This design comes from an exercise in tuning for small area on the open sky130 flow, not from production work.
Function was checked by simulation only, so behaviour that the tests miss may differ from the original.
No activity file was given, so power comes from the tool's default toggle rates.

Setup of exp/garnet:
Design register_file, start of the top module:
module register_file
#(
  parameter int unsigned DATA_W   = mips_pkg::DATA_W,
  parameter int unsigned NUM_REGS = 32
) (
  input  logic              clk,
  input  logic              reset,
  input  logic              RegWrite,
  input  logic [mips_pkg::ADDR_W-1:0] Write_Register,
  input  logic [DATA_W-1:0] Write_Data,
  input  logic [mips_pkg::ADDR_W-1:0] Read_Register1,
  input  logic [mips_pkg::ADDR_W-1:0] Read_Register2,
  input  logic              ReadEn,
  output logic [DATA_W-1:0] Read_Data1,
  output logic [DATA_W-1:0] Read_Data2,
  output logic              Read_Valid
);
clock: 5.0 ns
lec_check: 0
cap_margin: 0
core_margin: 2
core_utilization: 55
cts_buf_list: sky130_fd_sc_hd__clkbuf_8
cts_cluster_diameter: 50
cts_cluster_size: 16
slew_margin: 0
synth_hierarchical: 1
run.sh (not shown) runs the stock make flow with config.mk's settings and CLKGATE_MAP_FILE= SYNTH_SCRIPT=/design/flow/synth_recipe.tcl, a recipe that flattens the netlist after the stock synthesis.
Edits applied to the flow inputs when going from exp/garnet to exp/xenon:
- CORE_UTILIZATION changed from 55 to 50
- CAP_MARGIN changed from 0 to 10
- SLEW_MARGIN changed from 0 to 10
- CTS_BUF_LIST removed (was sky130_fd_sc_hd__clkbuf_8)
- CTS_CLUSTER_DIAMETER removed (was 50)
- CTS_CLUSTER_SIZE removed (was 16)
==> flow/flow/run.sh (new file) <==
#!/bin/bash
set -e
export BUFFER_PORTS_ARGS="-buffer_cell sky130_fd_sc_hd__buf_1"
export CTS_ARGS="-sink_clustering_enable -repair_clock_nets -dont_use_dummy_load -buf_list sky130_fd_sc_hd__clkbuf_8 -sink_clustering_size 18 -sink_clustering_max_diameter 60"
bash standard.sh > standard.log 2>&1
==> flow/standard.sh (new file) <==
#!/bin/bash
# synth_recipe.tcl (not shown) runs the flow's synth.tcl, then flattens the netlist and writes it again
# the make line also repeats each setting of config.mk as NAME=value (left out here)
make -C /OpenROAD-flow-scripts/flow DESIGN_CONFIG=/design/flow/config.mk WORK_HOME=/design/flow/orfs CLKGATE_MAP_FILE= SYNTH_SCRIPT=/design/flow/synth_recipe.tcl "${@:-finish}"
removed: flow/run.sh
==> run notes <==
- Diff exp/garnet and exp/xenon: fmax higher in exp/xenon
- Critical path depth (lower): exp/garnet
- exp/xenon against exp/garnet: largest net degree at the start of global routing stayed essentially flat, detailed route wirelength on metal3 fell by about 15%, cell count stayed essentially flat, number of clock buffers in the layout fell by 25%.
- The layout overhead on the synthesized area reported for exp/xenon is smaller than that of exp/garnet by 4.2 points.
## Diff of input files: exp/willow against exp/xenon
- CORE_UTILIZATION changed from 50 to 55
==> flow/flow/run.sh <==
#!/bin/bash
set -e
export BUFFER_PORTS_ARGS="-buffer_cell sky130_fd_sc_hd__buf_1"
export CTS_ARGS="-sink_clustering_enable -repair_clock_nets -dont_use_dummy_load -buf_list sky130_fd_sc_hd__clkbuf_8 -sink_clustering_size 16 -sink_clustering_max_diameter 50"
bash standard.sh > standard.log 2>&1
Findings:
- Result: PASS for each of exp/xenon and exp/willow
- Multi-input combinational area share: exp/xenon vs exp/willow, no meaningful difference
- In exp/willow, critical path depth is lower than in exp/xenon.
- Wire length of the first global-routing pass delta (exp/willow − exp/xenon): unfavourable
- Largest fanout of any net on the critical path | exp/willow above exp/xenon
- Between exp/xenon and exp/willow, the flow reports number of fill cells decreasing by more than 10%.
- Going from exp/xenon to exp/willow, placement-stage worst setup slack went down by 240 ps, minimum period implied by the final worst setup slack went up by 270 ps, sequential share of layout area was more or less identical.
### exp/willow -> exp/nickel
- changing CORE_UTILIZATION from 55 to 60
==> flow/flow/run.sh <==
#!/bin/bash
set -e
export BUFFER_PORTS_ARGS="-buffer_cell sky130_fd_sc_hd__buf_1"
export CTS_ARGS="-sink_clustering_enable -repair_clock_nets -dont_use_dummy_load -buf_list sky130_fd_sc_hd__clkbuf_8 -sink_clustering_size 18 -sink_clustering_max_diameter 60"
bash standard.sh > standard.log 2>&1
Notes after the runs:
exp/nickel: sum of internal, switching and leakage power about 4% below exp/willow. Fmax | exp/nickel vs exp/willow | exp/nickel slower. Diff exp/willow..exp/nickel | number of sequential cells | unchanged. Vias after detailed routing of exp/nickel is on par with exp/willow. Cmp exp/willow and exp/nickel / clock power / higher: exp/willow. Comparing exp/nickel with exp/willow, the final area came out essentially unchanged. Compared with exp/willow, exp/nickel shows multi-input combinational cell area that has gone down slightly. Multi-input gate share of the layout cell area essentially unchanged between exp/nickel and exp/willow. exp/willow ended up with ReadEn as its startpoint of the worst setup timing path; exp/nickel ended up with Read_Register1[3].

==> what the ideal ports hide <==
In the flow no input, the clock included, has a driving cell. The finished layouts below were timed again as built, in two steps.
Step 1: set_driving_cell puts a clkbuf_16 on clk and a buf_2 on each other input, an assumption about the parent block.
Step 2 moves the port delays by t, midway between the first and last clock arrival at a register: inputs arrive t later, outputs are due t later. That takes back most of the time a late clock gives input paths.
Three values: no drivers, after step 1, after step 2; two values: the first two.
run	t, ns	slack for setup (ns)	hold slack, ns	worst setup path after step 2	slew at the worst register clock pin (ns)
exp/garnet	0.820	1.208 / 1.244 / 0.424	0.499 / 0.499 / 0.499	input to register	0.11 / 0.11
exp/xenon	0.777	1.854 / 1.894 / 1.117	0.261 / 0.219 / 0.497	input to register	0.12 / 0.12
exp/willow	0.802	1.582 / 1.605 / 0.802	0.309 / 0.268 / 0.481	input to register	0.10 / 0.10
exp/nickel	0.772	1.269 / 1.302 / 0.531	0.247 / 0.201 / 0.487	input to register	0.11 / 0.11
After both steps every run listed still meets setup and hold. For exp/garnet, which loses most, drivers alone change the setup slack by +0.036 ns; drivers and shift together by -0.784 ns.
